Optimization exercise on an open flow, not production practice. RTL: at most simulated, not proved equivalent. Function not checked: run 2. Power: default activity.

$ cat flow/design.v
`default_nettype none
module rename_unit (
    input  wire logic                                      clock,
    input  wire logic                                      reset,
    input  wire logic                                      squash,
    input  wire logic                                      request_valid,
    output logic                                           request_ready,
    input  wire logic [2*15-1:0]      request,
    output logic                                           result_valid,
    input  wire logic                                      result_ready,
    output logic [2*18-1:0]           result,
    input  wire logic [2*12-1:0]      retire
);
    localparam int NA = 32;
    localparam int PW = 6;
    localparam int AW = 5;
    localparam int RQ = 2*15;
    localparam int RS = 2*18;
    logic [NA-1:1][PW-1:0]   spec_st;     
    logic [NA-1:1][PW-1:0]   commit_st;   
    logic [NA-1:0][PW-1:0]   spec_q, commit_q;
    logic [NA/2-1:0][PW-1:0] even_q;      
    logic [NA/2-1:0][PW-1:0] odd_q;       
    logic [4:0]  head_q;                  
    logic [3:0]  he_q;                    
    logic [4:0]  ch_q;                    
    logic [5:0]  count_q;                 
    logic        ge1_q, ge2_q;            
    logic        sq_q;                    
    logic          pwe_q, pwo_q;
    logic [3:0]    pre_q, pro_q;
    logic [PW-1:0] pde_q, pdo_q;
    logic          hv_q, sv_q;
    logic [RQ-1:0] hd_q, sd_q;
    logic [1:0]    hl_q;
    logic          fwd_a_q, fwd_b_q;      
    logic          ov_q;
    logic [RS-1:0] od_q;
    logic          rv0, rv1;
    logic [AW-1:0] rarn0, rarn1;
    logic [PW-1:0] rprn0, rprn1;
    logic [PW-1:0] old0, old1;            
    logic [PW-1:0] push_e, push_o;        
    logic          we_e, we_o;
    logic [3:0]    row_e, row_o;
    logic [1:0]    nret;
    always_comb begin
        {rv1, rarn1, rprn1, rv0, rarn0, rprn0} = retire;
        old0  = commit_q[rarn0];
        old1  = (rv0 && rarn1 == rarn0) ? rprn0 : commit_q[rarn1];
        nret  = 2'({1'b0, rv0} + {1'b0, rv1});
        push_e = (rv0 && !ch_q[0]) ? old0 : old1;
        push_o = (rv0 &&  ch_q[0]) ? old0 : old1;
        row_o  = ch_q[4:1];
        row_e  = 4'(ch_q[4:1] + {3'd0, ch_q[0]});
        we_e   = ch_q[0] ? (rv0 && rv1) : (rv0 || rv1);
        we_o   = ch_q[0] ? (rv0 || rv1) : (rv0 && rv1);
    end
    logic [AW-1:0] a0, b0, d0, a1, b1, d1;
    logic          live0, live1;
    logic          enough, out_room, adv;
    logic [PW-1:0] erow, orow, alloc0, alloc1;
    logic          odd0, odd1;
    logic [RS-1:0] renamed;
    logic [1:0]    popped;
    always_comb begin
        {a1, b1, d1, a0, b0, d0} = hd_q;
        live0    = hl_q[0];
        live1    = hl_q[1];
        enough   = ge2_q || (ge1_q && !(live0 && live1)) || !(live0 || live1);
        out_room = !ov_q || result_ready;
        adv      = hv_q && enough && out_room && !sq_q;
        popped   = adv ? 2'({1'b0, live0} + {1'b0, live1}) : 2'd0;
        erow   = (pwe_q && pre_q == he_q)        ? pde_q : even_q[he_q];
        orow   = (pwo_q && pro_q == head_q[4:1]) ? pdo_q : odd_q[head_q[4:1]];
        odd0   = head_q[0];
        odd1   = head_q[0] ^ live0;
        alloc0 = odd0 ? orow : erow;
        alloc1 = odd1 ? orow : erow;
        renamed[35:30] = fwd_a_q ? alloc0 : spec_q[a1];
        renamed[29:24] = fwd_b_q ? alloc0 : spec_q[b1];
        renamed[23:18] = live1 ? alloc1 : '0;
        renamed[17:12] = spec_q[a0];
        renamed[11:6]  = spec_q[b0];
        renamed[5:0]   = live0 ? alloc0 : '0;
    end
    logic          accept_in, hload;
    logic [RQ-1:0] hnext;
    assign request_ready = !sv_q;
    assign accept_in     = request_valid && !sv_q;
    assign result_valid  = ov_q;
    assign result        = od_q;
    assign hload         = adv || !hv_q;
    assign hnext         = sv_q ? sd_q : request;
    logic [5:0] base;
    logic [5:0] count_next;
    logic       ge1_next, ge2_next;
    logic [4:0] head_next, h1, h2;
    logic [3:0] he_next;
    always_comb begin
        base = count_q + 6'(nret);
        case (popped)
            2'd0: begin
                count_next = base;
                ge1_next   = base >= 6'd1;
                ge2_next   = base >= 6'd2;
            end
            2'd1: begin
                count_next = base - 6'd1;
                ge1_next   = base >= 6'd2;
                ge2_next   = base >= 6'd3;
            end
            default: begin
                count_next = base - 6'd2;
                ge1_next   = base >= 6'd3;
                ge2_next   = base >= 6'd4;
            end
        endcase
        h1 = head_q + 5'd1;
        h2 = head_q + 5'd2;
        if (sq_q) begin
            head_next = ch_q;
            he_next   = 4'(ch_q[4:1] + {3'd0, ch_q[0]});
        end else begin
            case (popped)
                2'd0:    begin head_next = head_q; he_next = he_q; end
                2'd1:    begin head_next = h1;     he_next = 4'(h1[4:1] + {3'd0, h1[0]}); end
                default: begin head_next = h2;     he_next = 4'(h2[4:1] + {3'd0, h2[0]}); end
            endcase
        end
    end
    always_ff @(posedge clock) begin
        if (reset) begin
            head_q  <= '0;
            he_q    <= '0;
            ch_q    <= '0;
            count_q <= 6'd32;
            ge1_q   <= 1'b1;
            ge2_q   <= 1'b1;
            pwe_q   <= 1'b0;
            pwo_q   <= 1'b0;
            sq_q    <= 1'b1;
            hv_q    <= 1'b0;
            sv_q    <= 1'b0;
            ov_q    <= 1'b0;
        end else begin
            pwe_q  <= we_e;
            pwo_q  <= we_o;
            sq_q   <= squash;
            ch_q   <= ch_q + 5'(nret);
            head_q <= head_next;
            he_q   <= he_next;
            if (sq_q) begin
                count_q <= 6'd32;
                ge1_q   <= 1'b1;
                ge2_q   <= 1'b1;
            end else begin
                count_q <= count_next;
                ge1_q   <= ge1_next;
                ge2_q   <= ge2_next;
            end
            if (squash) begin
                hv_q <= 1'b0;
                sv_q <= 1'b0;
                ov_q <= 1'b0;
            end else begin
                if (hload) begin
                    hv_q <= sv_q || accept_in;
                    sv_q <= 1'b0;
                end else if (accept_in) begin
                    sv_q <= 1'b1;
                end
                if (out_room) ov_q <= adv;
            end
        end
    end
    always_ff @(posedge clock) begin
        pre_q <= row_e;
        pro_q <= row_o;
        pde_q <= push_e;
        pdo_q <= push_o;
        if (hload) begin
            hd_q    <= hnext;
            hl_q[0] <= hnext[4:0] != '0;
            hl_q[1] <= hnext[19:15] != '0;
            fwd_a_q <= hnext[4:0] != '0 && hnext[29:25] == hnext[4:0];
            fwd_b_q <= hnext[4:0] != '0 && hnext[24:20] == hnext[4:0];
        end
        if (!sv_q) sd_q <= request;
        if (out_room) od_q <= renamed;
    end
    always_ff @(posedge clock) begin
        for (int i = 1; i < NA; i++) begin
            if (sq_q)
                spec_st[i] <= commit_st[i];
            else if (adv && ((live1 && d1 == AW'(i)) || (live0 && d0 == AW'(i)))) begin
                if ((live1 && d1 == AW'(i)) ? odd1 : odd0)
                    spec_st[i] <= orow;
                else
                    spec_st[i] <= erow;
            end
        end
    end
    always_ff @(posedge clock) begin
        if (reset) begin
            for (int i = 1; i < NA; i++) begin
                commit_st[i] <= PW'(i);
            end
            for (int i = 0; i < NA/2; i++) begin
                even_q[i] <= PW'(NA + 2*i);
                odd_q[i]  <= PW'(NA + 2*i + 1);
            end
        end else begin
            for (int i = 1; i < NA; i++) begin
                if (rv1 && rarn1 == AW'(i))
                    commit_st[i] <= rprn1;
                else if (rv0 && rarn0 == AW'(i))
                    commit_st[i] <= rprn0;
            end
            for (int i = 0; i < NA/2; i++) begin
                if (pwe_q && pre_q == 4'(i)) even_q[i] <= pde_q;
                if (pwo_q && pro_q == 4'(i)) odd_q[i]  <= pdo_q;
            end
        end
    end
    assign spec_q   = {spec_st, PW'(0)};
    assign commit_q = {commit_st, PW'(0)};
endmodule
`default_nettype wire
$ cat flow/run.sh
#!/bin/bash
# synth_recipe.tcl (not shown) runs the flow's synth.tcl, then flattens the netlist and writes it again
# the make line also repeats each setting of config.mk as NAME=value (left out here)
make -C /OpenROAD-flow-scripts/flow DESIGN_CONFIG=/design/flow/config.mk WORK_HOME=/design/flow/orfs CLKGATE_MAP_FILE= SYNTH_SCRIPT=/design/flow/synth_recipe.tcl finish
$ cat flow/config.mk
export PLATFORM = sky130hd
export DESIGN_NAME = rename_unit
export DESIGN_NICKNAME = rename_unit
export VERILOG_FILES = /design/flow/design.v
export SDC_FILE = /design/flow/constraint.sdc
export NUM_CORES = 4
export LEC_CHECK = 0
export CAP_MARGIN = 35
export CORE_MARGIN = 2
export CORE_UTILIZATION = 40
export CTS_CLUSTER_DIAMETER = 60
export CTS_CLUSTER_SIZE = 30
export PLACE_DENSITY = 0.5
export SETUP_SLACK_MARGIN = 4.3
export SLEW_MARGIN = 35
$ cat flow/constraint.sdc
create_clock -name core_clock -period 7.0 [get_ports {clock}]
set_input_delay 1.4000 -clock core_clock [delete_from_list [all_inputs] [get_ports {clock}]]
set_output_delay 1.4000 -clock core_clock [all_outputs]
set_load 0.01 [all_outputs]
==> results of run 1 <==
final cells by class:
type | count | area, um2 | share of cell area, %
repair buffers | 320 | 3800 | 7.48
clock buffers | 86 | 2020 | 3.98
multi-input cells | 2764 | 24700 | 48.7
clock inverters | 59 | 746 | 1.47
inverters | 219 | 858 | 1.69
flip-flops and latches | 712 | 16900 | 33.2
well taps | 1403 | 1760 | 3.46
logic make-up (layout without fill, tap and decap cells):
family	after synthesis	in the layout	synth area share (%)
compound gates	756	756	13.7
xor+xnor	74	74	1.52
flops	712	712	39.1
simple gates	1167	1168	12.6
mux	744	744	26.0
fa+ha+maj	22	22	0.640
buf+inv	631	684	6.40
final timing paths:
check | startpoint | to | slack (ns) | cells past startpoint
worst min-delay path | ch_q[4] | pro_q[3] | 0.45 | 0
worst max register to register | head_q[1] | spec_st[13] | 4.14 | 8
worst min register to register | ch_q[4] | pro_q[3] | 0.45 | 0
worst max-delay path | head_q[1] | spec_st[13] | 4.14 | 8
state kept, by name, summed over array words and instances (netlist names), 5 cells and up:
signal	cells
spec_st	186
count_q	6
head_q	5
hd_q	30
odd_q	96
od_q	36
ch_q	5
commit_st	186
sd_q	30
even_q	96
pde_q	6
pdo_q	6
layout by cell type (no fill, tap or decap), types with 62 or more instances in the layout:
cell type / count
nand2_1: 356
mux2i_1: 363
buf_4: 127
clkbuf_16: 91
dfxtp_1: 439
a21oi_1: 68
a211oi_1: 71
mux2_2: 82
edfxtp_1: 256
a222oi_1: 186
inv_1: 203
o22ai_1: 62
nand3_1: 82
mux4_2: 280
nor2_1: 356
metal layers:
metal	vias to the layer above	routed length [um]	part of all wire (%)
met5	-	32	0.018
met4	6	8860	4.9
met3	387	20600	11
met2	2364	75100	42
met1	18200	75800	42
li1	15600	-	-
critical path: cells and delay by family (launching register included):
kind                      cells  cell delay, ns
DFF                           1            0.43
buffers and inverters         3            0.53
muxes                         1            0.18
xor gates and xnor gates      1            0.11
AOI/OAI and AO/OA             1            0.83
and+or+nand+nor               2            0.39
timing repair:
action	in CTS	in global routing
setup endpoints to repair	697	317
cloned	9	14
buffers inserted	53	79
pin swaps	27	54
resized for setup	350	110
where the power goes:
part	leakage (nW)	switching (mW)	internal [mW]	total, mW
Sequential	6.32	0.402	4.62	5.02
Clock	1.33	2.10	2.34	4.45
Combinational	10.6	1.64	1.26	2.90
Total	18.2	4.14	8.22	12.4
==> notes.md, run 1 <==
* Top-area cell type share of the netlist area at 21.2%
* Area delta synth->final at 18.0%
* Fillers at 9835
* Most Crowded Layer GR: met1
* Vias in the first global route at 33100
* Syn nets at 4187
* Fin area at 50800 um2
* Die X at 332 um
* H-tree Lvls at 3
* IO Count at 97
* Grt met2 use at 44.2%
* Top cells by area, synth: dfxtp_1 21%, edfxtp_1 18%, mux4_2 14%, mux2i_1 8.5%, a222oi_1 4.3%
* CP most frequent cell: buf_12
* Routed Antenna Nets at 0
* Peak VDD IR at 0.189 mV
* Placed wire-length estimate at 122000 um
* Total CTS buffers at 78
* Fin util at 47.5%
* CP arrival at 3.21 ns
* Relative slew slack at 35.3%
* CP endpoint kind: register
* Grt total ovfl at 0
* Final period util at 40.8%
* Async SR Flop Fraction at 0%
* Setup TNS at 0 ns
* Initial antenna violation count at 6
* Sequential share of the synthesized area at 39.1%
* Worst Setup Path Type: reg -> reg
* Total leakage power at 18.2 nW
* Full die area at 110000 um2
* Setup Skew at 0.0338 ns
* Fmax at 350 MHz
* Min-Delay Path Class: reg -> reg
* N_diodes at 0
* Seq cells post-synth at 712
* Chip Height at 332 um
* Root buf cell: clkbuf_16
* Post-CTS Hold Fix Bufs at 0
* Final Worst Setup Slack at 4.14 ns
* Num Clock Sinks at 712
* Tot Pwr at 12.4 mW
* Met1 usage at 44.9%
* Wire per inst at 32.4 um
* Fin crit period at 2.86 ns
* Startpoint Class: register
* Crit path cell chain: buf_12 -> xnor2_2 -> nand2_2 -> or2_4 -> buf_4 -> mux2i_4 -> buf_12 -> a222oi_1
* Worst hold margin at 0.446 ns
* Starting density of the core at 40.2%
* Port buffer count at 96
* Fin. max-slew vios at 0
* Yosys cell types at 99
* Routed vias at 36500
* FP Rows at 120
* Synth Cell Area at 43000 um2
* Final Setup Violations at 0
* RSZ-0062 raised after global routing: true
* Most frequent cell after synthesis: dfxtp_1
* Drt drc at 0
* Ratio of cells with drive above 1 in the final layout at 26.1%
* First-pass GRT wire length at 249000 um
* Worst path max stage delay at 0.83 ns
* Largest net degree at the start of global routing at 183
* Final cell count without fillers at 5563
* Placed cell areas at 45100 um2
* Global Route Usage Sum at 31.0%
* Ys Warns at 1
* Place WS at 2.37 ns
* Placed insts at 5261
* Global placer's final weighted congestion at 0.982
* Worst-path maximum fanout at 33
* Clock latency (worst-skew pair) at 0.70 ns
* Worst-path clk slew at 0.07 ns
* Gate Count Post-Synth at 4106
* Core Area at 107000 um2
* Outcome: no timing/DRC/antenna violations
* Top cells by count, synth: 456 x dfxtp_1, 416 x nand2_1, 371 x nor2_1, 366 x mux2i_1, 272 x mux4_2
* Largest area contributor in the netlist: dfxtp_1
* CTS max path bufs at 3
* Iteration-0 DRC Markers at 6760
* Grt met3 use at 7.94%
* Final hold violations at 0
* Total wire length at 180000 um
* Power Density at 243 nW/um2
* Post-synth EDFFs at 256
* Maxcap violations at 0
* Syn avg cell area at 10.5 um2
* Worst Max-Slew Pin Slew at 0.971 ns
* TritonRoute pass-1 iters at 20
* WP data required at 7.36 ns
* Nets at 4176
* Prevailing post-synth register cell: dfxtp_1
* CTS tree: yes
* Vias/cell at 6.57
* Critical path's slowest cell: a222oi_1
Testbench counts, summed over its fixed seeds: cycles 28,688, bundles 20,000.
==> inputs of run 2 (changes only) <==
--- a/flow/design.v
+++ b/flow/design.v
@@ -30,6 +30,7 @@
     logic          pwe_q, pwo_q;
     logic [3:0]    pre_q, pro_q;
     logic [PW-1:0] pde_q, pdo_q;
+    logic          hite_q, hito_q;        
     logic          hv_q, sv_q;
     logic [RQ-1:0] hd_q, sd_q;
     logic [1:0]    hl_q;
@@ -71,8 +72,8 @@
         out_room = !ov_q || result_ready;
         adv      = hv_q && enough && out_room && !sq_q;
         popped   = adv ? 2'({1'b0, live0} + {1'b0, live1}) : 2'd0;
-        erow   = (pwe_q && pre_q == he_q)        ? pde_q : even_q[he_q];
-        orow   = (pwo_q && pro_q == head_q[4:1]) ? pdo_q : odd_q[head_q[4:1]];
+        erow   = hite_q ? pde_q : even_q[he_q];
+        orow   = hito_q ? pdo_q : odd_q[head_q[4:1]];
         odd0   = head_q[0];
         odd1   = head_q[0] ^ live0;
         alloc0 = odd0 ? orow : erow;
@@ -92,29 +93,22 @@
     assign result        = od_q;
     assign hload         = adv || !hv_q;
     assign hnext         = sv_q ? sd_q : request;
-    logic [5:0] base;
     logic [5:0] count_next;
     logic       ge1_next, ge2_next;
+    logic [2:0] delta;                    
+    logic [5:0] cand [5];
     logic [4:0] head_next, h1, h2;
     logic [3:0] he_next;
     always_comb begin
-        base = count_q + 6'(nret);
-        case (popped)
-            2'd0: begin
-                count_next = base;
-                ge1_next   = base >= 6'd1;
-                ge2_next   = base >= 6'd2;
-            end
-            2'd1: begin
-                count_next = base - 6'd1;
-                ge1_next   = base >= 6'd2;
-                ge2_next   = base >= 6'd3;
-            end
-            default: begin
-                count_next = base - 6'd2;
-                ge1_next   = base >= 6'd3;
-                ge2_next   = base >= 6'd4;
-            end
+        for (int k = 0; k < 5; k++) cand[k] = 6'(count_q + 6'(k) - 6'd2);
+        delta = 3'(3'd2 + 3'(nret) - 3'(popped));
+        count_next = cand[delta];
+        case (delta)
+            3'd0:    begin ge1_next = count_q >= 6'd3; ge2_next = count_q >= 6'd4; end
+            3'd1:    begin ge1_next = count_q >= 6'd2; ge2_next = count_q >= 6'd3; end
+            3'd2:    begin ge1_next = count_q >= 6'd1; ge2_next = count_q >= 6'd2; end
+            3'd3:    begin ge1_next = 1'b1;            ge2_next = count_q >= 6'd1; end
+            default: begin ge1_next = 1'b1;            ge2_next = 1'b1;            end
         endcase
         h1 = head_q + 5'd1;
         h2 = head_q + 5'd2;
@@ -139,6 +133,8 @@
             ge2_q   <= 1'b1;
             pwe_q   <= 1'b0;
             pwo_q   <= 1'b0;
+            hite_q  <= 1'b0;
+            hito_q  <= 1'b0;
             sq_q    <= 1'b1;
             hv_q    <= 1'b0;
             sv_q    <= 1'b0;
@@ -146,6 +142,8 @@
         end else begin
             pwe_q  <= we_e;
             pwo_q  <= we_o;
+            hite_q <= we_e && row_e == he_next;
+            hito_q <= we_o && row_o == head_next[4:1];
             sq_q   <= squash;
             ch_q   <= ch_q + 5'(nret);
             head_q <= head_next;
--- a/flow/config.mk
+++ b/flow/config.mk
@@ -11,5 +11,5 @@
 export CTS_CLUSTER_DIAMETER = 60
 export CTS_CLUSTER_SIZE = 30
 export PLACE_DENSITY = 0.5
-export SETUP_SLACK_MARGIN = 4.3
+export SETUP_SLACK_MARGIN = 4.5
 export SLEW_MARGIN = 35
==> run 2 against run 1 <==
Compared with the run above: sequential cell count increased by 2; register-to-register slack lost 0.13 ns; global-route usage is 2.1 points higher; synthesized cell count shrank 3.2%; sequential share of layout area fell by 3.2 points; highest routed layer unchanged; first-iteration DRC count down 24%; core utilization increased by 5.9 points; setup slack got worse by 0.13 ns.
==> notes.md, run 2 <==
* Post-synth EDFFs at 256 (unchanged)
* CTS tree: yes
* Vias in the first global route at 33400 (+0.82%)
* Total leakage power at 19.3 nW (+5.7%)
* Ys Warns at 2 (+1)
* Root buf cell: clkbuf_16
* Grt total ovfl at 0 (unchanged)
* Global Route Usage Sum at 33.1% (+2.1 points)
* Startpoint Class: register
* Area delta synth->final at 32.3%
* Sequential share of the synthesized area at 39.7% (+0.58 points)
* Yosys cell types at 70 (-29%)
* CTS max path bufs at 3 (unchanged)
* Nets at 4176 (unchanged)
* Wire per inst at 33.1 um (+2.0%)
* Power Density at 232 nW/um2 (-4.6%)
* Setup Skew at 0.0382 ns (+0.00440 ns)
* Multi-input logic area at 28700 um2 (+16%)
* Outcome: no timing/DRC/antenna violations
* Seq cells post-synth at 714 (+0.28%)
* RSZ-0062 raised after global routing: true
* TritonRoute pass-1 iters at 8 (-60%)
* Final Worst Setup Slack at 4.01 ns (-0.135 ns)
* Placed insts at 5110 (-2.9%)
* Worst-path clk slew at 0.07 ns (about the same)
* Fmax at 334 MHz (-4.5%)
* Core Area at 105000 um2 (-1.5%)
* Fin crit period at 2.99 ns (+0.135 ns)
* Largest net degree at the start of global routing at 102 (-44%)
* Fin. max-slew vios at 0 (unchanged)
* Min-Delay Path Class: reg -> reg
* Place WS at 2.13 ns (-0.247 ns)
* Top cells by area, synth: dfxtp_1 22%, mux4_2 19%, edfxtp_1 18%, mux2i_1 7.2%, nand2_1 5.7%
* CP most frequent cell: ha_4
* CP arrival at 3.51 ns (+0.30 ns)
* Routed Antenna Nets at 0 (unchanged)
* Async SR Flop Fraction at 0% (unchanged)
* IO Count at 97 (unchanged)
* Tot Pwr at 13.1 mW (+5.6%)
* H-tree Lvls at 3 (unchanged)
* Critical path's slowest cell: or4_1
* CP endpoint kind: register
* Port buffer count at 96 (unchanged)
* Worst path max stage delay at 0.39 ns (-0.44 ns)
* Peak VDD IR at 0.235 mV (+24%)
* Final period util at 42.7% (+1.9 points)
* Syn avg cell area at 10.7 um2 (+2.0%)
* Clock latency (worst-skew pair) at 0.67 ns (-0.03 ns)
* WP data required at 7.51 ns (+0.15 ns)
* First-pass GRT wire length at 257000 um (+3.1%)
* Commonest cells after routing, fill and taps aside: 583 x nand2_1, 442 x dfxtp_1, 364 x mux4_2
* Fillers at 8731 (-11%)
* FP Rows at 119 (-0.83%)
* Starting density of the core at 40.4% (+0.13 points)
* Final hold violations at 0 (unchanged)
* Top-area cell type share of the netlist area at 21.6% (+0.36 points)
* Gate Count Post-Synth at 3976 (-3.2%)
* Top cells by count, synth: 648 x nand2_1, 458 x dfxtp_1, 356 x mux4_2, 337 x nor2_1, 307 x mux2i_1
* Vias/cell at 6.53 (-0.60%)
* Commonest non-fill, non-tap cell in the layout: nand2_1
* Global placer's final weighted congestion at 0.888 (-9.6%)
* Final cell count without fillers at 5537 (-0.47%)
* Ratio of cells with drive above 1 in the final layout at 37.1% (+11 points)
* Final Setup Violations at 0 (unchanged)
* Relative slew slack at 36.1% (+0.88 points)
* Maxcap violations at 0 (unchanged)
* Placed wire-length estimate at 113000 um (-7.4%)
* Num Clock Sinks at 714 (+0.28%)
* Most frequent cell after synthesis: nand2_1
* Largest area contributor in the netlist: dfxtp_1
* Full die area at 109000 um2 (-1.2%)
* Worst-path maximum fanout at 7 (-79%)
* Routed vias at 36100 (-1.1%)
* Prevailing post-synth register cell: dfxtp_1
* Iteration-0 DRC Markers at 5149 (-24%)
* Crit path cell chain: buf_6 -> clkinvlp_4 -> ha_4 -> or2_4 -> o211a_4 -> nand2_4 -> inv_2 -> ha_4 -> inv_2 -> ha_4 -> nor2b_4 -> or4_1 -> o21ai_1 -> xnor2_1 -> a211oi_2
* Setup TNS at 0 ns (unchanged)
* Syn nets at 4060 (-3.0%)
* Drt drc at 0 (unchanged)
* Worst Max-Slew Pin Slew at 0.958 ns (-0.0132 ns)
* Post-CTS Hold Fix Bufs at 0 (unchanged)
* Die X at 330 um (-0.60%)
* Register area at 16900 um2 (+0.19%)
* Worst Setup Path Type: reg -> reg
* Total CTS buffers at 70 (-10%)
* Initial antenna violation count at 5 (-1)
* Chip Height at 330 um (-0.60%)
* Synth Cell Area at 42500 um2 (-1.2%)
* Total wire length at 183000 um (+1.5%)
* Top flop regs: commit_st (186), spec_st (186)
==> run 2: critical path: cells and delay by family (launching register included) <==
family                     cells  cell delay (ns)
AOI/OAI and AO/OA              3             0.46
xor gates and xnor gates       1             0.15
adders and majority gates      3             0.75
buffers and inverters          4             0.35
DFF                            1             0.38
and+or+nand+nor                4             0.75
==> run 2: final timing paths <==
kind | start | endpoint | slack (ns) | cells past startpoint
worst max-delay path | hl_q[0] | count_q[4] | 4.01 | 15
worst min-delay path | ch_q[1] | pro_q[0] | 0.45 | 0
worst max register to register | hl_q[0] | count_q[4] | 4.01 | 15
worst min register to register | ch_q[1] | pro_q[0] | 0.45 | 0
==> run 2: area by class of cell <==
type,count,share of cell area (%)
tap,1391,3.10
clock buffer,76,3.31
multi-input combinational,2824,51.1
inverter,34,0.276
clock inverter,49,1.17
antenna,1,0.00445
timing repair buffer,448,11.0
sequential,714,30.0
==> run 2: metal layers <==
layer,vias up,global-route usage [%],part of all wire [%],routed length (um)
li1,15300,-,-,-
met2,2322,48.7,43,78400
met5,-,0,0.0071,13
met3,499,6.70,10,19000
met1,18000,46.5,41,74200
met4,2,16.1,6.3,11600
==> run 2: report_power, final <==
part	switching, mW	internal, mW	total [mW]
logic	2.08	1.75	3.83
clock network	1.96	2.25	4.22
registers	0.406	4.61	5.01
==> run 2: per-stage QoR <==
stage | instance area (um2) | utilization [%] | hold slack, ns
after detailed placement | 44900 | 42.7 | 0.445
after CTS | 53800 | 51.1 | 0.458
after global routing | 56200 | 53.4 | 0.468
final | 56200 | 53.4 | 0.447
after floorplan | 44000 | - | 0.329
after global placement | 44800 | 42.6 | 0.441
==> run 2: repair_timing <==
action | in CTS | in global routing
endpoints found under the setup margin | 707 | 555
cloned | 60 | 8
gates resized for setup | 836 | 282
pin swaps | 51 | 72
setup buffers | 145 | 86
==> run 2: cell families (layout without fill, tap and decap cells) <==
kind of cell    after synthesis  count (layout)  share of synthesized area, %
simple gates               1266            1272                          12.8
mux                         777             777                          29.4
flops                       714             714                          39.7
compound gates              677             677                          11.6
buf+inv                     444             607                          4.30
xor+xnor                     73              73                          1.50
fa+ha+maj                    25              25                         0.754
other cells                   0               1                             0
==> inputs of run 3 (changes only) <==
--- a/flow/design.v
+++ b/flow/design.v
@@ -95,20 +95,29 @@
     assign hnext         = sv_q ? sd_q : request;
     logic [5:0] count_next;
     logic       ge1_next, ge2_next;
-    logic [2:0] delta;                    
     logic [5:0] cand [5];
+    logic [4:0] cge1, cge2;
+    logic [5:0] byp_c [3];
+    logic [2:0] byp_1, byp_2;
     logic [4:0] head_next, h1, h2;
     logic [3:0] he_next;
     always_comb begin
-        for (int k = 0; k < 5; k++) cand[k] = 6'(count_q + 6'(k) - 6'd2);
-        delta = 3'(3'd2 + 3'(nret) - 3'(popped));
-        count_next = cand[delta];
-        case (delta)
-            3'd0:    begin ge1_next = count_q >= 6'd3; ge2_next = count_q >= 6'd4; end
-            3'd1:    begin ge1_next = count_q >= 6'd2; ge2_next = count_q >= 6'd3; end
-            3'd2:    begin ge1_next = count_q >= 6'd1; ge2_next = count_q >= 6'd2; end
-            3'd3:    begin ge1_next = 1'b1;            ge2_next = count_q >= 6'd1; end
-            default: begin ge1_next = 1'b1;            ge2_next = 1'b1;            end
+        for (int k = 0; k < 5; k++) begin
+            cand[k] = 6'(count_q + 6'(k) - 6'd2);
+            cge1[k] = (k >= 3) || count_q >= 6'(3 - k);      
+            cge2[k] = (k >= 4) || count_q >= 6'(4 - k);      
+        end
+        for (int p = 0; p < 3; p++) begin
+            case (nret)
+                2'd0:    begin byp_c[p] = cand[2-p]; byp_1[p] = cge1[2-p]; byp_2[p] = cge2[2-p]; end
+                2'd1:    begin byp_c[p] = cand[3-p]; byp_1[p] = cge1[3-p]; byp_2[p] = cge2[3-p]; end
+                default: begin byp_c[p] = cand[4-p]; byp_1[p] = cge1[4-p]; byp_2[p] = cge2[4-p]; end
+            endcase
+        end
+        case (popped)
+            2'd0:    begin count_next = byp_c[0]; ge1_next = byp_1[0]; ge2_next = byp_2[0]; end
+            2'd1:    begin count_next = byp_c[1]; ge1_next = byp_1[1]; ge2_next = byp_2[1]; end
+            default: begin count_next = byp_c[2]; ge1_next = byp_1[2]; ge2_next = byp_2[2]; end
         endcase
         h1 = head_q + 5'd1;
         h2 = head_q + 5'd2;
--- a/flow/config.mk
+++ b/flow/config.mk
@@ -5,11 +5,12 @@
 export SDC_FILE = /design/flow/constraint.sdc
 export NUM_CORES = 4
 export LEC_CHECK = 0
+export ABC_CLOCK_PERIOD_IN_PS = 2600
 export CAP_MARGIN = 35
 export CORE_MARGIN = 2
 export CORE_UTILIZATION = 40
 export CTS_CLUSTER_DIAMETER = 60
 export CTS_CLUSTER_SIZE = 30
 export PLACE_DENSITY = 0.5
-export SETUP_SLACK_MARGIN = 4.5
+export SETUP_SLACK_MARGIN = 4.3
 export SLEW_MARGIN = 35
==> run 3 against run 2 <==
Compared with the run above: first-iteration DRC count is 1.8% higher; critical path type unchanged; via count is 0.20% lower; count of clock-buffer cells in the layout is 5 higher; global-route usage is 2.1 points lower; sequential share of layout area is 3.6 points higher; final area is 11% lower; setup slack better by 0.27 ns; worst hold slack better by 0.012 ns; non-clock buffer count is 147 lower; critical endpoint is now spec_st[9]; die area is 0.43% higher; sequential cell count stayed put; clock power is 4% lower.
==> notes.md, run 3 <==
* Worst Max-Slew Pin Slew at 0.965 ns (+0.00735 ns)
* Global placer's final weighted congestion at 1.02 (+15%)
* Total CTS buffers at 68 (-2.9%)
* Peak VDD IR at 0.180 mV (-23%)
* Synth Cell Area at 42700 um2 (+0.44%)
* Grt total ovfl at 0 (unchanged)
* Tot Pwr at 11.9 mW (-8.7%)
* Top-area cell type share of the netlist area at 21.5% (-0.095 points)
* Fin crit period at 2.73 ns (-0.266 ns)
* Ratio of cells with drive above 1 in the final layout at 25.2% (-12 points)
* Worst r2r src: hl_q[0]
* Final period util at 38.9% (-3.8 points)
* Buf/Inv on CP at 3 (-1)
* Largest net degree at the start of global routing at 220 (+120%)
* Power Density at 238 nW/um2 (+2.3%)
* Chip Height at 331 um (+0.22%)
* Placed cell areas at 44600 um2 (-0.63%)
* Initial antenna violation count at 4 (-1)
* Fin. max-slew vios at 0 (unchanged)
* Nets at 4121 (-1.3%)
* Cell family with most CP delay: simple AND/OR/NAND/NOR gates
* CP endpoint kind: register
* Fmax at 367 MHz (+9.8%)
* Worst Setup Path Type: reg -> reg
* IO Count at 97 (unchanged)
* Global Route Usage Sum at 31.0% (-2.1 points)
* CP arrival at 3.05 ns (-0.46 ns)
* Top cells by area, synth: dfxtp_1 21%, mux4_2 18%, edfxtp_1 18%, mux2i_1 7.7%, nand2_1 5.8%
* Startpoint Class: register
* FP Rows at 119 (unchanged)
* Worst-path clk slew at 0.08 ns (about the same)
* Setup Skew at 0.0373 ns (-0.000964 ns)
* Syn avg cell area at 10.4 um2 (-2.4%)
* Worst path max stage delay at 0.46 ns (+0.07 ns)
* Setup TNS at 0 ns (unchanged)
* Total leakage power at 17.3 nW (-10%)
* Fin util at 47.5% (-5.9 points)
* H-tree Lvls at 3 (unchanged)
* Relative slew slack at 35.6% (-0.49 points)
* CP most frequent cell: buf_4
* Commonest non-fill, non-tap cell in the layout: nand2_1
* Outcome: no timing/DRC/antenna violations
* Final cell count without fillers at 5483 (-0.98%)
* Final Worst Setup Slack at 4.27 ns (+0.266 ns)
* CTS tree: yes
* Clock latency (worst-skew pair) at 0.67 ns (about the same)
* FF-to-FF End: spec_st[9]
* Final Setup Violations at 0 (unchanged)
* Routed Antenna Nets at 0 (unchanged)
* Final hold violations at 0 (unchanged)
* Largest area contributor in the netlist: dfxtp_1
* Port buffer count at 96 (unchanged)
* Routed vias at 36100 (-0.20%)
* Starting density of the core at 40.4% (+0.064 points)
* Maxcap violations at 0 (unchanged)
* Fin area at 50200 um2 (-11%)
* Sequential share of the synthesized area at 39.5% (-0.17 points)
* Area delta synth->final at 17.6%
* Placed wire-length estimate at 117000 um (+4.2%)
* Placed insts at 5221 (+2.2%)
* Core Area at 106000 um2 (+0.28%)
* CTS max path bufs at 3 (unchanged)
* Root buf cell: clkbuf_16
* Syn nets at 4172 (+2.8%)
* Post-synth EDFFs at 256 (unchanged)
* Gate Count Post-Synth at 4090 (+2.9%)
* Iteration-0 DRC Markers at 5240 (+1.8%)
* TritonRoute pass-1 iters at 6 (-2)
* Top flop regs: commit_st (186), spec_st (186)
* Beginning of the worst hold path: odd_q[2]
* Async SR Flop Fraction at 0% (unchanged)
* RSZ-0062 raised after global routing: true
* WP data required at 7.32 ns (-0.19 ns)
* Seq cells post-synth at 714 (unchanged)
* Drt drc at 0 (unchanged)
* First-pass GRT wire length at 245000 um (-4.9%)
* Hold depth at 2 (+2)
* Full die area at 109000 um2 (+0.43%)
* Worst-path maximum fanout at 13 (+6)
* Prevailing post-synth register cell: dfxtp_1
* Most frequent cell after synthesis: nand2_1
* Num Clock Sinks at 714 (unchanged)
* Commonest cells after routing, fill and taps aside: 637 x nand2_1, 444 x dfxtp_1, 349 x mux4_2
* Worst hold margin at 0.460 ns (+0.0125 ns)
* Vias in the first global route at 32300 (-3.2%)
* Ys Warns at 3 (+1)
* WHS Endpoint: odd_q[2]
* Vias/cell at 6.58 (+0.79%)
* Die X at 331 um (+0.22%)
* Yosys cell types at 77 (+10%)
* Total wire length at 178000 um (-3.0%)
* Register-to-Register Path Depth at 8 (-7)
* Worst R2R Setup Slack at 4.27 ns (+0.27 ns)
* Min-Delay Path Class: reg -> reg
* Place WS at 2.45 ns (+0.329 ns)
* Post-CTS Hold Fix Bufs at 0 (unchanged)
* Crit path cell chain: buf_4 -> clkinvlp_4 -> buf_4 -> or2_2 -> nor2_1 -> xnor2_1 -> or2_0 -> o221ai_1
* Top cells by count, synth: 663 x nand2_1, 458 x dfxtp_1, 349 x mux4_2, 345 x nor2_1, 327 x mux2i_1
* Critical path's slowest cell: or2_2
* Wire per inst at 32.4 um (-2.0%)
==> run 3: cell count changes after synthesis, moves of 17 or more <==
cell,delta
mux2i_1,+20
mux2_2,-19
a21oi_1,+27
nor2b_1,+19
buf_1,-17
nand3_1,+45
==> run 3: cells by family after synthesis <==
group / Yosys count / synth area share [%]
xor+xnor: 61 / 1.25
flops: 714 / 39.5
compound gates: 728 / 12.5
fa+ha+maj: 23 / 0.692
mux: 749 / 28.0
buf+inv: 459 / 4.40
simple gates: 1356 / 13.6
==> run 3: cell type report <==
class / count / area (um2)
fillers: 9643 / 55400
multi-input cells: 2920 / 25300
flip-flops and latches: 714 / 16900
repair buffers: 301 / 3730
clock buffers: 81 / 1870
well taps: 1391 / 1740
clock inverters: 41 / 502
inverters: 34 / 158
diodes: 1 / 2.50
==> run 3: worst max-delay path by stage <==
stage                 start           to  slack (ns)  cells past startpoint
2_1_floorplan  result_ready       hite_q        3.67                      8
3_3_place_gp     retire[23]      ch_q[4]        2.44                      7
3_5_place_dp     retire[23]      ch_q[4]        2.45                      7
4_1_cts            hd_q[16]  spec_st[73]        4.24                      6
5_1_grt             hl_q[1]  spec_st[90]        4.17                      7
6_report            hl_q[0]   spec_st[9]        4.27                      8
==> run 3: power breakdown <==
part / internal (mW) / switching [mW] / leakage, nW
Combinational: 1.22 / 1.62 / 9.78
Clock: 2.15 / 1.90 / 1.15
Sequential: 4.62 / 0.420 / 6.37
==> run 3: routing by layer <==
metal | share of wire, % | global-route usage, % | vias up
li1 | - | - | 15400
met1 | 42 | 46.3 | 17900
met2 | 43 | 44.2 | 2341
met3 | 10 | 6.05 | 387
met4 | 4.7 | 11.6 | 6
met5 | 0.023 | 0 | -
==> run 3: worst reg2reg max path, delay by kind of cell (launching register included) <==
kind            cells  cell delay, ns
buf+inv             3            0.53
xor+xnor            1            0.15
simple gates        3            1.00
flops               1            0.37
compound gates      1            0.33
==> run 3: repair_timing <==
item                       4_1_cts  5_1_grt
cloned                          15       18
pin swaps                       17       25
resized for setup              377      112
setup buffers                   63       41
setup endpoints to repair      707      303
Testbench counts of run 3, summed over its fixed seeds: cycles 28,688, bundles 20,000.
==> inputs of run 4 (changes only) <==
==> flow/config.mk (replaced) <==
export PLATFORM = sky130hd
export DESIGN_NAME = rename_unit
export DESIGN_NICKNAME = rename_unit
export VERILOG_FILES = /design/flow/design.v
export SDC_FILE = /design/flow/constraint.sdc
export NUM_CORES = 4
export LEC_CHECK = 0
export CAP_MARGIN = 35
export CORE_MARGIN = 2
export CORE_UTILIZATION = 40
export CTS_CLUSTER_DIAMETER = 60
export CTS_CLUSTER_SIZE = 30
export PLACE_DENSITY = 0.5
export SETUP_SLACK_MARGIN = 4.0
export SLEW_MARGIN = 35
==> run 4 against run 3 <==
Compared with the run above: via count shrank 3.5%; power shrank 3.6%; clock skew grew 0.017 ns; first-iteration DRC count shrank 4.4%; sequential cell count is the same; sequential share of layout area grew 1.4 points; critical endpoint is now commit_st[166]; combinational power shrank 14%; critical path type is now in -> reg; still clean on timing, DRC and antenna.
==> notes.md, run 4 <==
* Outcome: no timing/DRC/antenna violations
* IO Count at 97 (unchanged)
* Peak VDD IR at 0.158 mV (-12%)
* Beginning of the worst hold path: odd_q[29]
* Sequential share of the synthesized area at 39.5% (unchanged)
* Ratio of cells with drive above 1 in the final layout at 20.2% (-4.9 points)
* Final hold violations at 0 (unchanged)
* Startpoint Class: input pin
* Worst-path clk slew at 0.06 ns (-0.02 ns)
* Starting density of the core at 40.4% (unchanged)
* Commonest non-fill, non-tap cell in the layout: nand2_1
* Fillers at 9899 (+2.7%)
* Grt total ovfl at 0 (unchanged)
* Min-Delay Path Class: reg -> reg
* Most frequent cell after synthesis: nand2_1
* Port buffer count at 96 (unchanged)
* Clock latency (worst-skew pair) at 0.68 ns (about the same)
* Nets at 4042 (-1.9%)
* Syn avg cell area at 10.4 um2 (unchanged)
* Met1 usage at 45.5% (-0.79 points)
* Worst Max-Slew Pin Slew at 0.902 ns (-0.0637 ns)
* Top cells by area, synth: dfxtp_1 21%, mux4_2 18%, edfxtp_1 18%, mux2i_1 7.7%, nand2_1 5.8%
* Register-to-Register Path Depth at 7 (-1)
* Setup Skew at 0.0541 ns (+0.0169 ns)
* Full die area at 109000 um2 (unchanged)
* Fin area at 48100 um2 (-4.1%)
* FF-to-FF End: spec_st[7]
* RSZ-0062 raised after global routing: true
* Yosys cell types at 77 (unchanged)
* CP arrival at 3.56 ns (+0.51 ns)
* Grt met2 use at 41.3% (-3.0 points)
* Top cells by count, synth: 663 x nand2_1, 458 x dfxtp_1, 349 x mux4_2, 345 x nor2_1, 327 x mux2i_1
* Grt met3 use at 5.25% (-0.80 points)
* Vias/cell at 6.44 (-2.1%)
* Global Route Usage Sum at 29.7% (-1.4 points)
* Worst-path maximum fanout at 19 (+6)
* FP Rows at 119 (unchanged)
* Vias in the first global route at 31900 (-1.4%)
* Most Crowded Layer GR: met1
* Relative slew slack at 39.8% (+4.2 points)
* Prevailing post-synth register cell: dfxtp_1
* Crit path cell chain: clkdlybuf4s50_1 -> buf_6 -> nand4_1 -> nor3_2 -> mux2i_1 -> nand2_1 -> o21ai_0 -> nand2_1
* CTS max path bufs at 3 (unchanged)
* WHS Endpoint: odd_q[29]
* Fin. max-slew vios at 0 (unchanged)
* First-pass GRT wire length at 236000 um (-3.6%)
* Ys Warns at 3 (unchanged)
* Routed vias at 34800 (-3.5%)
* Fin crit period at 3.04 ns (+0.319 ns)
* Drt drc at 0 (unchanged)
* Largest net degree at the start of global routing at 240 (+9.1%)
* Worst r2r src: head_q[1]
* Total CTS buffers at 69 (+1.5%)
* Gate Count Post-Synth at 4090 (unchanged)
* Placed wire-length estimate at 116000 um (-0.86%)
* Initial antenna violation count at 7 (+3)
* Top-area cell type share of the netlist area at 21.5% (unchanged)
* Routed Antenna Nets at 0 (unchanged)
* Async SR Flop Fraction at 0% (unchanged)
* Num Clock Sinks at 714 (unchanged)
* Chip Height at 331 um (unchanged)
* Global placer's final weighted congestion at 0.989 (-3.2%)
* Final period util at 43.5% (+4.6 points)
* Post-CTS Hold Fix Bufs at 0 (unchanged)
* Die X at 331 um (unchanged)
* Placed cell areas at 44400 um2 (-0.45%)
* Seq cells post-synth at 714 (unchanged)
* Hold depth at 1 (-1)
* Final Setup Violations at 0 (unchanged)
* Synth Cell Area at 42700 um2 (unchanged)
* Setup TNS at 0 ns (unchanged)
* CP endpoint kind: register
* Iteration-0 DRC Markers at 5011 (-4.4%)
* Largest area contributor in the netlist: dfxtp_1
* Root buf cell: clkbuf_16
* Syn nets at 4172 (unchanged)
* Top flop regs: commit_st (186), spec_st (186)
* WP data required at 7.52 ns (+0.20 ns)
* Power Density at 239 nW/um2 (+0.57%)
* CP most frequent cell: nand2_1
* Total leakage power at 16.3 nW (-5.5%)
* Wire per inst at 30.6 um (-5.5%)
* Fmax at 328 MHz (-10%)
* Final cell count without fillers at 5403 (-1.5%)
* Placed insts at 5232 (+0.21%)
* Critical path's slowest cell: nor3_2
* Worst Setup Path Type: in -> reg
* TritonRoute pass-1 iters at 6 (unchanged)
* Maxcap violations at 0 (unchanged)
* Post-synth EDFFs at 256 (unchanged)
* Commonest cells after routing, fill and taps aside: 658 x nand2_1, 449 x dfxtp_1, 349 x mux4_2
* Core Area at 106000 um2 (unchanged)
* Area delta synth->final at 12.7%
* Worst path max stage delay at 0.59 ns (+0.13 ns)
* H-tree Lvls at 3 (unchanged)
* Total wire length at 166000 um (-6.9%)
* CTS tree: yes
* Worst R2R Setup Slack at 4.02 ns (-0.25 ns)
==> run 4: per-layer routing <==
layer  share of wire, %  up-vias  wire, um
met5              0.042        -        69
met4                4.2       10      6990
met3                 10      295     16700
met2                 41     2019     68400
met1                 44    17300     73400
li1                   -    15200         -
==> run 4: cell type report <==
class / count / area, um2 / share of cell area [%]
Multi-Input combinational cell: 2918 / 24500 / 51.0
Inverter: 34 / 154 / 0.320
Tap cell: 1391 / 1740 / 3.62
Antenna cell: 1 / 2.50 / 0.00520
Clock inverter: 43 / 518 / 1.08
Timing Repair Buffer: 223 / 2410 / 5.02
Clock buffer: 79 / 1870 / 3.88
Sequential cell: 714 / 16900 / 35.1
==> run 4: worst max-delay path by stage <==
stage	startpoint	to	cells after the start
global route	retire[8]	commit_st[172]	8
finish	retire[8]	commit_st[166]	8
floorplan	result_ready	hite_q	8
CTS	retire[8]	commit_st[63]	10
detailed placement	retire[22]	commit_st[180]	6
global placement	retire[22]	commit_st[132]	6
==> run 4: stage by stage <==
stage	util (%)	worst slack, ns	hold slack, ns	power, mW
finish	45.6	3.96	0.461	11.5
floorplan	-	3.67	0.329	6.37
detailed placement	42.1	2.58	0.447	7.36
CTS	44.9	3.87	0.462	11.4
global route	45.6	3.89	0.473	11.8
global placement	41.9	2.26	0.441	7.34
==> run 4: kinds of logic after synthesis <==
logic type | share of synthesized area [%]
muxes | 28.0
buffers and inverters | 4.40
and+or+nand+nor | 13.6
DFF | 39.5
AOI/OAI and AO/OA | 12.5
adders and majority gates | 0.692
xor gates and xnor gates | 1.25
==> run 4: what timing repair did <==
action | in CTS | in global routing
setup endpoints to repair | 649 | 312
cloned | 1 | 6
buffers inserted | 24 | 15
resized for setup | 98 | 105
pin swaps | 3 | 5
==> run 4: critical path, delay by kind of cell <==
kind	cells	cell delay [ns]
compound gates	1	0.10
mux	1	0.25
buf+inv	2	0.76
simple gates	4	1.02
==> run 4: power breakdown <==
group | internal (mW) | switching (mW) | total [mW]
registers | 4.62 | 0.386 | 5.00
clock network | 2.10 | 1.94 | 4.04
logic | 1.02 | 1.43 | 2.45
total | 7.74 | 3.76 | 11.5
==> inputs of run 5 (changes only) <==
--- a/flow/config.mk
+++ b/flow/config.mk
@@ -11,5 +11,5 @@
 export CTS_CLUSTER_DIAMETER = 60
 export CTS_CLUSTER_SIZE = 30
 export PLACE_DENSITY = 0.5
-export SETUP_SLACK_MARGIN = 4.0
+export SETUP_SLACK_MARGIN = 4.6
 export SLEW_MARGIN = 35
==> run 5 against run 4 <==
Compared with the run above: largest power group unchanged; highest routed layer unchanged; core utilization rose by 11 points; fmax rose by 12%; still clean on timing, DRC and antenna; power rose by 21%; via count rose by 11%; largest cell class unchanged; area after synthesis did not move; count of clock-buffer cells in the layout rose by 9; final area rose by 24%.
==> notes.md, run 5 <==
* Root buf cell: clkbuf_16
* Syn avg cell area at 10.4 um2 (unchanged)
* Fmax at 369 MHz (+12%)
* Synth Cell Area at 42700 um2 (unchanged)
* Vias/cell at 6.72 (+4.4%)
* Ratio of cells with drive above 1 in the final layout at 40.0% (+20 points)
* FP Rows at 119 (unchanged)
* Top flop regs: commit_st (186), spec_st (186)
* CP arrival at 1.31 ns (-2.25 ns)
* Clock latency (worst-skew pair) at 0.69 ns (about the same)
* Grt met3 use at 7.49% (+2.2 points)
* Ys Warns at 3 (unchanged)
* Nets at 4389 (+8.6%)
* Startpoint Class: register
* Internal Power at 8.96 mW (+16%)
* Async SR Flop Fraction at 0% (unchanged)
* Top cells by count, synth: 663 x nand2_1, 458 x dfxtp_1, 349 x mux4_2, 345 x nor2_1, 327 x mux2i_1
* Seq cells post-synth at 714 (unchanged)
* Setup TNS at 0 ns (unchanged)
* Total wire length at 197000 um (+19%)
* Commonest non-fill, non-tap cell in the layout: nand2_1
* Final period util at 38.7% (-4.8 points)
* Worst-path clk slew at 0.08 ns (+0.02 ns)
* Starting density of the core at 40.4% (unchanged)
* Peak VDD IR at 0.197 mV (+24%)
* Fin. max-slew vios at 0 (unchanged)
* Fillers at 8482 (-14%)
* Syn nets at 4172 (unchanged)
* Total leakage power at 20.4 nW (+25%)
* Maxcap violations at 0 (unchanged)
* Logic pwr share at 32.3% (+11 points)
* Initial antenna violation count at 3 (-4)
* CP endpoint kind: output port
* Gate Count Post-Synth at 4090 (unchanged)
* Area delta synth->final at 39.2%
* Relative slew slack at 23.0% (-17 points)
* Full die area at 109000 um2 (unchanged)
* Critical path's slowest cell: edfxtp_1
* Outcome: no timing/DRC/antenna violations
* Drt drc at 0 (unchanged)
* Power Density at 234 nW/um2 (-2.3%)
* First-pass GRT wire length at 269000 um (+14%)
* IO Count at 97 (unchanged)
* Most frequent cell after synthesis: nand2_1
* Grt met2 use at 49.3% (+8.0 points)
* CTS max path bufs at 3 (unchanged)
* Hold depth at 2 (+1)
* Largest area contributor in the netlist: dfxtp_1
* TritonRoute pass-1 iters at 6 (unchanged)
* Worst path depth at 1 (-7)
* Power share of the clock group at 31.5% (-3.7 points)
* Largest net degree at the start of global routing at 218 (-9.2%)
* Placed wire-length estimate at 117000 um (+0.64%)
* Vias in the first global route at 34900 (+9.6%)
* Post-synth EDFFs at 256 (unchanged)
* Worst-path maximum fanout at 1 (-18)
* Fin crit period at 2.71 ns (-0.334 ns)
* Port buffer count at 96 (unchanged)
* Place WS at 2.63 ns (+0.0488 ns)
* Post-CTS Hold Fix Bufs at 0 (unchanged)
* Final Setup Violations at 0 (unchanged)
* Global Route Usage Sum at 34.5% (+4.8 points)
* Met1 usage at 48.1% (+2.5 points)
* Commonest cells after routing, fill and taps aside: 578 x nand2_1, 445 x dfxtp_1, 349 x mux4_2
* Final Worst Setup Slack at 4.29 ns (+0.334 ns)
* Prevailing post-synth register cell: dfxtp_1
* Routed Antenna Nets at 0 (unchanged)
* Setup Skew at 0.0401 ns (-0.0140 ns)
* Reg power frac at 36.2% (-7.3 points)
* WP data required at 5.60 ns (-1.92 ns)
* Register-to-Register Path Depth at 9 (+2)
* Most Crowded Layer GR: met2
* Final hold violations at 0 (unchanged)
* CTS tree: yes
* Global placer's final weighted congestion at 0.965 (-2.4%)
* Iteration-0 DRC Markers at 5375 (+7.3%)
* Routed vias at 38700 (+11%)
* Worst Setup Path Type: reg -> out
* Net Sw Power at 4.91 mW (+31%)
* Core Area at 106000 um2 (unchanged)
* Crit path cell chain: buf_2
* Min-Delay Path Class: reg -> reg
* Die X at 331 um (unchanged)
* Top cells by area, synth: dfxtp_1 21%, mux4_2 18%, edfxtp_1 18%, mux2i_1 7.7%, nand2_1 5.8%
* Top-area cell type share of the netlist area at 21.5% (unchanged)
* Num Clock Sinks at 714 (unchanged)
* Sequential share of the synthesized area at 39.5% (unchanged)
* Yosys cell types at 77 (unchanged)
* Cell family with most CP delay: flip-flops
* Buf/Inv on CP at 1 (-1)
* H-tree Lvls at 3 (unchanged)
* RSZ-0062 raised after global routing: true
* Wire per inst at 34.1 um (+11%)
* Grt total ovfl at 0 (unchanged)
* Total CTS buffers at 75 (+8.7%)
* Worst path max stage delay at 0.46 ns (-0.13 ns)
* Worst Max-Slew Pin Slew at 1.15 ns (+0.252 ns)
* Chip Height at 331 um (unchanged)
* Net Sw Frac at 35.4% (+2.7 points)
## run 5: cell counts after synthesis
No cell type changed its count.
## run 5: final cells by class
class	count	area, um2	area share (%)
tap	1391	1740	2.93
multi-input combinational	2918	29900	50.4
timing repair buffer	563	8020	13.5
sequential	714	16900	28.4
timing repair inverter	1	7.51	0.0126
antenna	1	2.50	0.00421
clock inverter	52	642	1.08
clock buffer	88	2020	3.40
inverter	34	171	0.288
## run 5: worst paths after layout
path | end | slack [ns] | from
min | odd_q[1] | 0.46 | odd_q[1]
min reg2reg | odd_q[1] | 0.46 | odd_q[1]
max reg2reg | hite_q | 4.30 | hl_q[1]
max | result[19] | 4.29 | od_q[19]
## run 5: power groups by stage
stage / Clock [mW] / Combinational [mW] / Sequential [mW]
floorplan: 0 / 1.59 / 4.86
finish: 4.37 / 4.48 / 5.02
global placement: 0 / 2.31 / 5.09
global route: 4.57 / 4.53 / 5.04
CTS: 4.42 / 3.81 / 5.00
detailed placement: 0 / 2.32 / 5.09
## run 5: per-layer routing
metal	vias to the layer above	wire length, um
li1	16000	-
met1	19100	76300
met2	2916	82400
met3	694	22800
met4	4	15000
met5	-	27
## run 5: stage by stage
step                cell area, um2  util, %  instances  hold slack (ns)  power [mW]
floorplan                    44500        -       4090            0.329        6.45
global placement             45100     42.8       5214            0.446        7.40
detailed placement           45200     42.9       5218            0.448        7.41
CTS                          56100     53.2       5651            0.462        13.2
global route                 59400     56.3       5761            0.480        14.1
finish                       59400     56.3       5762            0.461        13.9
## run 5: cell families after synthesis
family	share of synthesized area (%)
adder cells (fa/ha/maj)	0.692
AND/OR/NAND/NOR	13.6
multiplexers	28.0
AO/OA/AOI/OAI	12.5
buffers and inverters	4.40
flip-flops	39.5
XOR/XNOR	1.25
## run 5: repair_timing
action                     4_1_cts  5_1_grt
pin swaps                      132      153
gates resized for setup        997      357
setup endpoints to repair      788      443
buffers inserted               222       94
cloned                          71       13
==> inputs of run 6 (changes only) <==
--- a/flow/config.mk
+++ b/flow/config.mk
@@ -8,8 +8,8 @@
 export CAP_MARGIN = 35
 export CORE_MARGIN = 2
 export CORE_UTILIZATION = 40
-export CTS_CLUSTER_DIAMETER = 60
+export CTS_CLUSTER_DIAMETER = 80
 export CTS_CLUSTER_SIZE = 30
 export PLACE_DENSITY = 0.5
-export SETUP_SLACK_MARGIN = 4.6
+export SETUP_SLACK_MARGIN = 4.3
 export SLEW_MARGIN = 35
==> run 6 against run 5 <==
Compared with the run above: fmax grew 0.25%; sequential cell count unchanged; die area stayed put; largest cell class unchanged; first-iteration DRC count down 2.0%; worst hold slack improved by 0.0022 ns; core utilization fell by 9.4 points; still clean on timing, DRC and antenna; power decreased by 19%.
==> notes.md, run 6 <==
* Worst r2r src: hd_q[16]
* Logic pwr share at 25.6% (-6.7 points)
* Hold depth at 2 (unchanged)
* Worst-path clk slew at 0.10 ns (+0.02 ns)
* Reg power frac at 44.9% (+8.7 points)
* Worst Setup SP: hd_q[16]
* Initial antenna violation count at 4 (+1)
* Min-Delay Path Class: reg -> reg
* Setup TNS at 0 ns (unchanged)
* Final hold violations at 0 (unchanged)
* WHS Endpoint: even_q[3]
* Peak VDD IR at 0.172 mV (-13%)
* Ys Warns at 3 (unchanged)
* Syn avg cell area at 10.4 um2 (unchanged)
* Net Sw Frac at 35.1% (-0.35 points)
* Iteration-0 DRC Markers at 5270 (-2.0%)
* Placed wire-length estimate at 117000 um (+0.22%)
* Vias/cell at 6.55 (-2.5%)
* Post-synth EDFFs at 256 (unchanged)
* Fmax at 370 MHz (+0.25%)
* FF-to-FF End: spec_st[76]
* Core Area at 106000 um2 (unchanged)
* Power Density at 226 nW/um2 (-3.1%)
* CP arrival at 3.13 ns (+1.82 ns)
* Relative slew slack at 34.3% (+11 points)
* Area delta synth->final at 16.0%
* Fin. max-slew vios at 0 (unchanged)
* RSZ-0062 raised after global routing: true
* Top cells by area, synth: dfxtp_1 21%, mux4_2 18%, edfxtp_1 18%, mux2i_1 7.7%, nand2_1 5.8%
* CTS tree: yes
* Root buf cell: clkbuf_16
* Nets at 4088 (-6.9%)
* Beginning of the worst hold path: even_q[3]
* Global placer's final weighted congestion at 1.02 (+5.9%)
* Wire per inst at 32.4 um (-4.9%)
* Internal Power at 7.28 mW (-19%)
* Ratio of cells with drive above 1 in the final layout at 24.9% (-15 points)
* Top-area cell type share of the netlist area at 21.5% (unchanged)
* CP endpoint kind: register
* Synth Cell Area at 42700 um2 (unchanged)
* Worst Setup Path Type: reg -> reg
* First-pass GRT wire length at 245000 um (-8.9%)
* IO Count at 97 (unchanged)
* Syn nets at 4172 (unchanged)
* Top cells by count, synth: 663 x nand2_1, 458 x dfxtp_1, 349 x mux4_2, 345 x nor2_1, 327 x mux2i_1
* Full die area at 109000 um2 (unchanged)
* Total CTS buffers at 46 (-39%)
* Commonest cells after routing, fill and taps aside: 638 x nand2_1, 444 x dfxtp_1, 349 x mux4_2
* Grt total ovfl at 0 (unchanged)
* Vias in the first global route at 32000 (-8.4%)
* Worst R2R Setup Slack at 4.30 ns (about the same)
* Final period util at 38.6% (-0.098 points)
* Startpoint Class: register
* Starting density of the core at 40.4% (unchanged)
* Routed Antenna Nets at 0 (unchanged)
* Global Route Usage Sum at 31.1% (-3.4 points)
* Outcome: no timing/DRC/antenna violations
* WP data required at 7.43 ns (+1.83 ns)
* Power share of the clock group at 29.5% (-2.0 points)
* Fin crit period at 2.70 ns (-0.00685 ns)
* H-tree Lvls at 2 (-1)
* Most frequent cell after synthesis: nand2_1
* TritonRoute pass-1 iters at 6 (unchanged)
* Placed insts at 5221 (+0.057%)
* Fillers at 9712 (+15%)
* Post-CTS Hold Fix Bufs at 0 (unchanged)
* Final Setup Violations at 0 (unchanged)
* Prevailing post-synth register cell: dfxtp_1
* Largest area contributor in the netlist: dfxtp_1
* Chip Height at 331 um (unchanged)
* Async SR Flop Fraction at 0% (unchanged)
* Largest net degree at the start of global routing at 220 (+0.92%)
* Register-to-Register Path Depth at 6 (-3)
* Top flop regs: commit_st (186), spec_st (186)
* Maxcap violations at 0 (unchanged)
* Port buffer count at 96 (unchanged)
* Worst Max-Slew Pin Slew at 0.985 ns (-0.169 ns)
* Drt drc at 0 (unchanged)
* Total leakage power at 16.9 nW (-17%)
* Final cell count without fillers at 5434 (-5.7%)
* Setup Skew at 0.0485 ns (+0.00832 ns)
* Die X at 331 um (unchanged)
* Net Sw Power at 3.93 mW (-20%)
* Yosys cell types at 77 (unchanged)
* Num Clock Sinks at 714 (unchanged)
* Routed vias at 35600 (-8.1%)
* Seq cells post-synth at 714 (unchanged)
* Sequential share of the synthesized area at 39.5% (unchanged)
* Total wire length at 176000 um (-10%)
* Gate Count Post-Synth at 4090 (unchanged)
* FP Rows at 119 (unchanged)
* Commonest non-fill, non-tap cell in the layout: nand2_1
* CTS max path bufs at 3 (unchanged)
* Worst-path maximum fanout at 9 (+8)
* Clock latency (worst-skew pair) at 0.69 ns (about the same)
## run 6: cell families (layout without fill, tap and decap cells)
kind of cell | count (synthesis) | after routing | share of synthesized area [%]
compound gates | 728 | 729 | 12.5
xor+xnor | 61 | 61 | 1.25
fa+ha+maj | 23 | 23 | 0.692
buf+inv | 459 | 408 | 4.40
flops | 714 | 714 | 39.5
mux | 749 | 749 | 28.0
other cells | 0 | 1 | 0
simple gates | 1356 | 1358 | 13.6
## run 6: power by group through the flow
stage                     clock (mW)  sequential (mW)  combinational, mW
final                           3.30             5.03               2.87
after global routing            3.49             5.06               2.95
after CTS                       3.35             5.02               2.63
after detailed placement           0             5.11               2.29
after global placement             0             5.11               2.28
after floorplan                    0             4.86               1.54
## run 6: through the flow
stage	instance area [um2]	hold WS, ns	total power [mW]	utilization, %	setup WS [ns]
final	49500	0.463	11.2	46.9	4.30
after global routing	49500	0.483	11.5	46.9	4.26
after CTS	48500	0.464	11.0	45.9	4.25
after detailed placement	44600	0.449	7.40	42.3	2.45
after global placement	44500	0.441	7.38	42.2	2.44
after floorplan	43400	0.329	6.40	-	3.67
## run 6: repair_timing
item | in CTS | in global routing
setup buffers | 65 | 32
cloned | 16 | 13
gates resized for setup | 416 | 120
pin swaps | 19 | 15
endpoints found under the setup margin | 707 | 288
## run 6: critical path, stage by stage, from the launching register on
cell,delay (ns)
edfxtp_1,0.49
nand2b_1,0.41
or2_2,0.52
nor2_1,0.17
xnor2_1,0.10
or2_1,0.33
o221ai_1,0.43
## run 6: per-layer routing
metal	global-route usage (%)	routed length, um	vias to the layer above
li1	-	-	15300
met1	46.7	75500	17700
met2	44.9	75200	2233
met3	5.60	17600	345
met4	10.7	7970	4
met5	0	31	-
## run 6: how the worst max path moves through the flow
stage,end,slack (ns),cells after the start
after global placement,ch_q[4],2.44,7
after detailed placement,ch_q[4],2.45,7
final,spec_st[76],4.30,6
after global routing,spec_st[92],4.26,6
after floorplan,hite_q,3.67,8
after CTS,spec_st[73],4.25,6
## run 6: layout make-up
type                    instances  area [um2]  share of cell area, %
clock inverters                36         568                   1.15
repair buffers                290        3590                   7.26
inverters                      34         160                  0.323
diodes                          1        2.50                0.00505
well taps                    1391        1740                   3.51
flip-flops and latches        714       16900                   34.1
multi-input cells            2920       25400                   51.3
clock buffers                  48        1190                   2.40
==> inputs of run 7 (changes only) <==
--- a/flow/config.mk
+++ b/flow/config.mk
@@ -8,7 +8,7 @@
 export CAP_MARGIN = 35
 export CORE_MARGIN = 2
 export CORE_UTILIZATION = 40
-export CTS_CLUSTER_DIAMETER = 80
+export CTS_CLUSTER_DIAMETER = 60
 export CTS_CLUSTER_SIZE = 30
 export PLACE_DENSITY = 0.5
 export SETUP_SLACK_MARGIN = 4.3
==> run 7 against run 6 <==
Compared with the run above: still clean; critical path type unchanged; die area unchanged; final area grew 1.3%; clock skew is 0.011 ns lower; setup slack got worse by 0.021 ns; largest power group unchanged.
==> notes.md, run 7 <==
* Outcome: no timing/DRC/antenna violations
* FF-to-FF End: spec_st[9]
* Gate Count Post-Synth at 4090 (unchanged)
* Crit path cell chain: buf_4 -> clkinvlp_4 -> buf_4 -> or2_2 -> nor2_1 -> xnor2_1 -> or2_0 -> o221ai_1
* Setup Skew at 0.0373 ns (-0.0112 ns)
* Peak VDD IR at 0.180 mV (+4.7%)
* Vias/cell at 6.58 (+0.43%)
* Nets at 4121 (+0.81%)
* Commonest non-fill, non-tap cell in the layout: nand2_1
* CP arrival at 3.05 ns (-0.08 ns)
* Global placer's final weighted congestion at 1.02 (unchanged)
* CP most frequent cell: buf_4
* Final period util at 38.9% (+0.30 points)
* Top cells by count, synth: 663 x nand2_1, 458 x dfxtp_1, 349 x mux4_2, 345 x nor2_1, 327 x mux2i_1
* Global Route Usage Sum at 31.0% (-0.083 points)
* Core Area at 106000 um2 (unchanged)
* Final Worst Setup Slack at 4.27 ns (-0.0212 ns)
* Setup TNS at 0 ns (unchanged)
* Initial antenna violation count at 4 (unchanged)
* Maxcap violations at 0 (unchanged)
* Largest net degree at the start of global routing at 220 (unchanged)
* Clock latency (worst-skew pair) at 0.67 ns (-0.02 ns)
* Starting density of the core at 40.4% (unchanged)
* WHS Endpoint: odd_q[2]
* Top cells by area, synth: dfxtp_1 21%, mux4_2 18%, edfxtp_1 18%, mux2i_1 7.7%, nand2_1 5.8%
* Worst R2R Setup Slack at 4.27 ns (-0.02 ns)
* Fin util at 47.5% (+0.62 points)
* Fin crit period at 2.73 ns (+0.0212 ns)
* Chip Height at 331 um (unchanged)
* Placed cell areas at 44600 um2 (unchanged)
* Min-Delay Path Class: reg -> reg
* Top-area cell type share of the netlist area at 21.5% (unchanged)
* CTS tree: yes
* Syn nets at 4172 (unchanged)
* Fmax at 367 MHz (-0.78%)
* Total CTS buffers at 68 (+48%)
* Internal Power at 7.98 mW (+9.7%)
* CP endpoint kind: register
* RSZ-0062 raised after global routing: true
* Startpoint Class: register
* Async SR Flop Fraction at 0% (unchanged)
* Worst r2r src: hl_q[0]
* Worst path depth at 8 (+2)
* Worst-path maximum fanout at 13 (+4)
* Reg power frac at 42.2% (-2.7 points)
* Seq cells post-synth at 714 (unchanged)
* IO Count at 97 (unchanged)
* CTS max path bufs at 3 (unchanged)
* TritonRoute pass-1 iters at 6 (unchanged)
* Worst Max-Slew Pin Slew at 0.965 ns (-0.0195 ns)
* Post-CTS Hold Fix Bufs at 0 (unchanged)
* Power share of the clock group at 34.0% (+4.5 points)
* Worst path max stage delay at 0.46 ns (-0.06 ns)
* FP Rows at 119 (unchanged)
* Place WS at 2.45 ns (unchanged)
* Worst Setup Path Type: reg -> reg
* Ratio of cells with drive above 1 in the final layout at 25.2% (+0.24 points)
* Synth Cell Area at 42700 um2 (unchanged)
* Iteration-0 DRC Markers at 5240 (-0.57%)
* Critical path's slowest cell: or2_2
* Routed Antenna Nets at 0 (unchanged)
* Final hold violations at 0 (unchanged)
* Cell family with most CP delay: simple AND/OR/NAND/NOR gates
* Wire per inst at 32.4 um (-0.11%)
* Placed insts at 5221 (unchanged)
* Power Density at 238 nW/um2 (+5.0%)
* Syn avg cell area at 10.4 um2 (unchanged)
* Worst hold margin at 0.460 ns (-0.00328 ns)
* Tot Pwr at 11.9 mW (+6.4%)
* Die X at 331 um (unchanged)
* Fin. max-slew vios at 0 (unchanged)
* Root buf cell: clkbuf_16
* Sequential share of the synthesized area at 39.5% (unchanged)
* Num Clock Sinks at 714 (unchanged)
* Worst-path clk slew at 0.08 ns (-0.02 ns)
* Vias in the first global route at 32300 (+0.98%)
* Relative slew slack at 35.6% (+1.3 points)
* Final Setup Violations at 0 (unchanged)
* Port buffer count at 96 (unchanged)
* Post-synth EDFFs at 256 (unchanged)
* Prevailing post-synth register cell: dfxtp_1
* Logic pwr share at 23.8% (-1.8 points)
* Register-to-Register Path Depth at 8 (+2)
* H-tree Lvls at 3 (+1)
* Beginning of the worst hold path: odd_q[2]
* Net Sw Frac at 33.1% (-2.0 points)
* Area delta synth->final at 17.6%
* Largest area contributor in the netlist: dfxtp_1
* Fin area at 50200 um2 (+1.3%)
* Top flop regs: commit_st (186), spec_st (186)
* Drt drc at 0 (unchanged)
* Most frequent cell after synthesis: nand2_1
* WP data required at 7.32 ns (-0.11 ns)
* Buf/Inv on CP at 3 (+3)
* Placed wire-length estimate at 117000 um (unchanged)
* Hold depth at 2 (unchanged)
* First-pass GRT wire length at 245000 um (-0.26%)
* Routed vias at 36100 (+1.3%)
* Yosys cell types at 77 (unchanged)
* Fillers at 9643 (-0.71%)
* Net Sw Power at 3.94 mW (+0.36%)
* Commonest cells after routing, fill and taps aside: 637 x nand2_1, 444 x dfxtp_1, 349 x mux4_2
run 7: cell count changes in the layout (fill, tap and decap cells not counted), sizes merged:
cell,before,now
clkinv,12,10
clkdlybuf4s15,1,15
clkbuf,66,105
bufbuf,11,10
dlygate4sd2,2,3
buf,213,204
inv,50,51
bufinv,1,4
clkinvlp,7,10
run 7: logic make-up after synthesis:
group,share of synthesized area [%]
multiplexers,28.0
flip-flops,39.5
AND/OR/NAND/NOR,13.6
buffers and inverters,4.40
AO/OA/AOI/OAI,12.5
XOR/XNOR,1.25
adder cells (fa/ha/maj),0.692
run 7: power groups by stage:
stage	sequential, mW	clock, mW	combinational (mW)
floorplan	4.86	0	1.54
global placement	5.11	0	2.28
detailed placement	5.11	0	2.29
CTS	5.02	4.10	2.56
global route	5.06	4.27	2.91
finish	5.04	4.05	2.84
run 7: timing repair:
item	in CTS	in global routing
endpoints found under the setup margin	707	303
gates resized for setup	377	112
gates cloned	15	18
pin swaps	17	25
setup buffers	63	41
run 7: area by class of cell:
type	count	area (um2)	share of cell area (%)
inverter	34	158	0.314
multi-input combinational	2920	25300	50.4
sequential	714	16900	33.6
timing repair buffer	301	3730	7.44
clock buffer	81	1870	3.74
antenna	1	2.50	0.00499
clock inverter	41	502	1.00
tap	1391	1740	3.47
run 7: routing by layer:
metal	vias up	track usage (%)	wire length [um]
met3	387	6.05	18500
li1	15400	-	-
met4	6	11.6	8290
met5	-	0	40
met1	17900	46.3	75300
met2	2341	44.2	75600
run 7: worst max path at each step:
stage	from	to	slack (ns)
final	hl_q[0]	spec_st[9]	4.27
after global routing	hl_q[1]	spec_st[90]	4.17
after CTS	hd_q[16]	spec_st[73]	4.24
after detailed placement	retire[23]	ch_q[4]	2.45
after global placement	retire[23]	ch_q[4]	2.44
after floorplan	result_ready	hite_q	3.67
run 7: worst reg2reg max path: stages, from the launching register on:
cell and delay [ns]:
edfxtp_1 0.37, buf_4 0.14, clkinvlp_4 0.15, buf_4 0.24, or2_2 0.46, nor2_1 0.19, xnor2_1 0.15, or2_0 0.35
o221ai_1 0.33
